This is an optimization exercise on Yosys and OpenROAD, whose aim is small area, not a production implementation.
Only simulation tests tie the RTL to the original design; equivalence was not proved.

main:
## snakeArenaTop
module snakeArenaTop #(
	parameter int NUM_VENOMS = 3,
	parameter int MAX_HEALTH = 3
) (
	input  logic       vga_clk,
	input  logic       rstN,
	input  snakeArenaPkg::coordT      drawX,
	input  snakeArenaPkg::coordT      drawY,
	input  logic       blank,
	input  snakeArenaPkg::coordT      snake1X,
	input  snakeArenaPkg::coordT      snake1Y,
	input  snakeArenaPkg::coordT      snake2X,
	input  snakeArenaPkg::coordT      snake2Y,
	input  logic [NUM_VENOMS*10-1:0]      venomX,
	input  logic [NUM_VENOMS*10-1:0]      venomY,
	input  logic [NUM_VENOMS*10-1:0]      venomR,
	input  logic [NUM_VENOMS-1:0] venomActive,
	input  snakeArenaPkg::pixelColor  bgPixel,
	input  snakeArenaPkg::pixelColor  snake1Pixel,
	input  snakeArenaPkg::pixelColor  snake2Pixel,
	output logic [3:0] red,
	output logic [3:0] green,
	output logic [3:0] blue,
	output snakeArenaPkg::healthT     snake2Health,
	output logic       snake1Won
);
clock: 14.0 ns
lec_check: 0
cap_margin: 20
core_margin: 2
core_utilization: 40
slew_margin: 20
synth_hierarchical: 1
standard.sh (not shown) runs the stock make flow with config.mk's settings and CLKGATE_MAP_FILE= SYNTH_SCRIPT=/design/flow/synth_recipe.tcl, a recipe that flattens the netlist after the stock synthesis.
==> flow/flow/run.sh <==
#!/bin/bash
# The standard layout, with each port buffered by the smallest buffer
# (buf_1) instead of the one buffer_ports picks by default.
set -euo pipefail
export BUFFER_PORTS_ARGS="-buffer_cell sky130_fd_sc_hd__buf_1"
bash standard.sh > standard.log 2>&1
Edits applied to the flow inputs when going from main to the feature branch:
==> flow/run.sh (new file) <==
#!/bin/bash
# synth_recipe.tcl (not shown) runs the flow's synth.tcl, then flattens the netlist and writes it again
# the make line also repeats each setting of config.mk as NAME=value (left out here)
make -C /OpenROAD-flow-scripts/flow DESIGN_CONFIG=/design/flow/config.mk WORK_HOME=/design/flow/orfs CLKGATE_MAP_FILE= SYNTH_SCRIPT=/design/flow/synth_recipe.tcl finish
removed: flow/flow/run.sh
removed: flow/standard.sh
Notes after the runs:
The feature branch ends up with higher layout-stage area growth over the synthesis result than main does. Any difference in clock buffer and inverter area fraction after layout between the feature branch and main is small enough to ignore. The via count on main is in line with that on the feature branch. Summary — global-route usage, the feature branch relative to main: lower, by 0.32 points. The feature branch went all the way through synthesis, placement and routing and the layout is clean on timing, DRC and antenna.


snakeArenaTop, a different RTL version from the one above (not shown whole).
Size in the first run: ~1400 cells after synthesis, ~16 flip-flops, ~210 I/O pins, roughly 15000 um2 of cells after synthesis.
Settings: LEC_CHECK=0, CAP_MARGIN=20, CORE_MARGIN=2, CORE_UTILIZATION=40, CTS_BUF_LIST=sky130_fd_sc_hd__clkbuf_4, CTS_CLUSTER_SIZE=20, GPL_TIMING_DRIVEN=0, SLEW_MARGIN=20, SYNTH_HIERARCHICAL=1; clock period 14.0 ns.
==> flow/flow/run.sh <==
#!/bin/bash
# The standard layout, with each port buffered by the smallest buffer
# (buf_1) instead of the one buffer_ports picks by default.
set -euo pipefail
export BUFFER_PORTS_ARGS="-buffer_cell sky130_fd_sc_hd__buf_1"
bash standard.sh > standard.log 2>&1
The baseline went through all stages and came out clean.
==> next run, changes <==
==> flow/run.sh (new file) <==
#!/bin/bash
# synth_recipe.tcl (not shown) runs the flow's synth.tcl, then flattens the netlist and writes it again
# the make line also repeats each setting of config.mk as NAME=value (left out here)
make -C /OpenROAD-flow-scripts/flow DESIGN_CONFIG=/design/flow/config.mk WORK_HOME=/design/flow/orfs CLKGATE_MAP_FILE= SYNTH_SCRIPT=/design/flow/synth_recipe.tcl finish
removed: flow/flow/run.sh
removed: flow/standard.sh
Worst setup slack degrades by 480 ps.
Die area stays the same.
Synthesized area is unchanged.
Worst hold slack improves by 22 ps.


## the reference run
Another version of the RTL of snakeArenaTop (not shown whole).
For scale: about 16 flip-flops, roughly 210 I/O pins.
==> flow/design.v (excerpt) <==
module snakeArenaTop #(
	parameter int NUM_VENOMS = 3,
	parameter int MAX_HEALTH = 3
) (
	input  logic       vga_clk,
	input  logic       rstN,
	input  snakeArenaPkg::coordT      drawX,
	input  snakeArenaPkg::coordT      drawY,
	input  logic       blank,
	input  snakeArenaPkg::coordT      snake1X,
	input  snakeArenaPkg::coordT      snake1Y,
	input  snakeArenaPkg::coordT      snake2X,
	input  snakeArenaPkg::coordT      snake2Y,
	input  logic [NUM_VENOMS*10-1:0]      venomX,
	input  logic [NUM_VENOMS*10-1:0]      venomY,
	input  logic [NUM_VENOMS*10-1:0]      venomR,
	input  logic [NUM_VENOMS-1:0] venomActive,
	input  snakeArenaPkg::pixelColor  bgPixel,
	input  snakeArenaPkg::pixelColor  snake1Pixel,
	input  snakeArenaPkg::pixelColor  snake2Pixel,
	output logic [3:0] red,
	output logic [3:0] green,
	output logic [3:0] blue,
	output snakeArenaPkg::healthT     snake2Health,
	output logic       snake1Won
);
	logic snake1On;
	logic snake2On;
	logic [NUM_VENOMS-1:0] venomOn;
	logic heartOn;
	spriteHitTest #(
		.NUM_VENOMS(NUM_VENOMS)
	) i_spriteHitTest (
		.drawX(drawX), .drawY(drawY),
		.snake1X(snake1X), .snake1Y(snake1Y),
		.snake2X(snake2X), .snake2Y(snake2Y),
		.venomX(venomX), .venomY(venomY), .venomR(venomR),
		.venomActive(venomActive),
		.snake1Pixel(snake1Pixel), .snake2Pixel(snake2Pixel),
		.snake1On(snake1On), .snake2On(snake2On), .venomOn(venomOn)
	);
	logic anyVenom;
	assign anyVenom = |venomOn;
	logic hitLatch;
	logic hitLatchNext;
	snakeArenaPkg::healthT snake2HealthNext;
	logic snake1WonNext;
	healthTracker #(
		.MAX_HEALTH(MAX_HEALTH)
	) i_healthTracker (
		.drawX(drawX), .drawY(drawY),
		.snake2On(snake2On), .venomOn(anyVenom),
		.hitLatch(hitLatch), .snake2Health(snake2Health), .snake1Won(snake1Won),
		.hitLatchNext(hitLatchNext), .snake2HealthNext(snake2HealthNext),
  ...
==> flow/config.mk <==
export PLATFORM = sky130hd
export DESIGN_NAME = snakeArenaTop
export DESIGN_NICKNAME = snakeArenaTop
export VERILOG_FILES = /design/flow/design.v
export SDC_FILE = /design/flow/constraint.sdc
export NUM_CORES = 4
export LEC_CHECK = 0
export CAP_MARGIN = 20
export CORE_MARGIN = 2
export CORE_UTILIZATION = 40
export CTS_BUF_LIST = sky130_fd_sc_hd__clkbuf_4
export GPL_TIMING_DRIVEN = 0
export SLEW_MARGIN = 20
export SYNTH_HIERARCHICAL = 1
==> flow/constraint.sdc <==
create_clock -name core_clock -period 14.0 [get_ports {vga_clk}]
set_input_delay 2.8000 -clock core_clock [delete_from_list [all_inputs] [get_ports {vga_clk}]]
set_output_delay 2.8000 -clock core_clock [all_outputs]
set_load 0.01 [all_outputs]
run.sh (not shown) runs the stock make flow with config.mk's settings and CLKGATE_MAP_FILE= SYNTH_SCRIPT=/design/flow/synth_recipe.tcl, a recipe that flattens the netlist after the stock synthesis.
Stock flow here: none of the scripts above is used.
Every stage of the flow completed for the reference run, and the final layout passed the timing, DRC and antenna checks.
### the reference run -> the trial run
==> flow/flow/run.sh (new file) <==
#!/bin/bash
# The standard layout, with each port buffered by the smallest buffer
# (buf_1) instead of the one buffer_ports picks by default.
set -euo pipefail
export BUFFER_PORTS_ARGS="-buffer_cell sky130_fd_sc_hd__buf_1"
bash standard.sh > standard.log 2>&1
==> flow/standard.sh (new file) <==
#!/bin/bash
# synth_recipe.tcl (not shown) runs the flow's synth.tcl, then flattens the netlist and writes it again
# the make line also repeats each setting of config.mk as NAME=value (left out here)
make -C /OpenROAD-flow-scripts/flow DESIGN_CONFIG=/design/flow/config.mk WORK_HOME=/design/flow/orfs CLKGATE_MAP_FILE= SYNTH_SCRIPT=/design/flow/synth_recipe.tcl "${@:-finish}"
removed: flow/run.sh
Notes after the runs:
The trial run did not stop at any stage, and its layout met the timing, DRC and antenna checks. Re final setup slack of the worst path: the reference run and the trial run aren't equal, and the higher value belongs to the trial run. Diff the reference run and the trial run: number of DRC violations after detailed-routing iteration 0 higher in the trial run. Delta(arrival time of data at the critical path endpoint, the trial run - the reference run) < 0. Compared with the reference run, the trial run degrades overall via count from detail_route. Final critical path time including I/O delays and setup was higher in the reference run than in the trial run. Compared with the reference run, the trial run shows combined global-route utilization of all metal layers lower by 0.16 points.

[static timing again, ports no longer ideal]
The flow's constraints put no driver on any port. The routed layouts listed below were extracted and timed again, unchanged, in two steps.
Step 1 (the two cells are an assumption about what drives the block):
set clk [get_ports {vga_clk}]
set_driving_cell -lib_cell sky130_fd_sc_hd__clkbuf_16 $clk
set_driving_cell -lib_cell sky130_fd_sc_hd__buf_2 [delete_from_list [all_inputs] $clk]
Step 2, shift: input delay + t, output delay - t, t = (earliest + latest rising clock arrival at the registers) / 2. This alone moves slack from input paths to output paths.
Slacks: ideal / step 1 / step 2; pairs: ideal / step 1.
| run | t (ns) | setup WS [ns] | worst register clock-pin slew, ns | worst slew at a driven data input, ns |
|---|---|---|---|---|
| main | 0.273 | 1.156 / 1.157 / 0.885 | 0.05 / 0.05 | 0.11 |
| the feature branch | 0.272 | 0.885 / 0.877 / 0.605 | 0.05 / 0.05 | 0.10 |
| the first run of note 2 | 0.303 | 1.636 / 1.629 / 1.326 | 0.09 / 0.09 | 0.09 |
| the second run of note 2 | 0.295 | 1.160 / 1.155 / 0.860 | 0.09 / 0.09 | 0.09 |
| the reference run | 0.306 | 0.470 / 0.462 / 0.156 | 0.10 / 0.10 | 0.12 |
| the trial run | 0.303 | 0.964 / 0.958 / 0.655 | 0.10 / 0.10 | 0.10 |
After both steps setup and hold are still met in every run listed. The setup slack of the reference run, which loses most, moves by -0.008 ns with the drivers and by -0.314 ns with both steps.
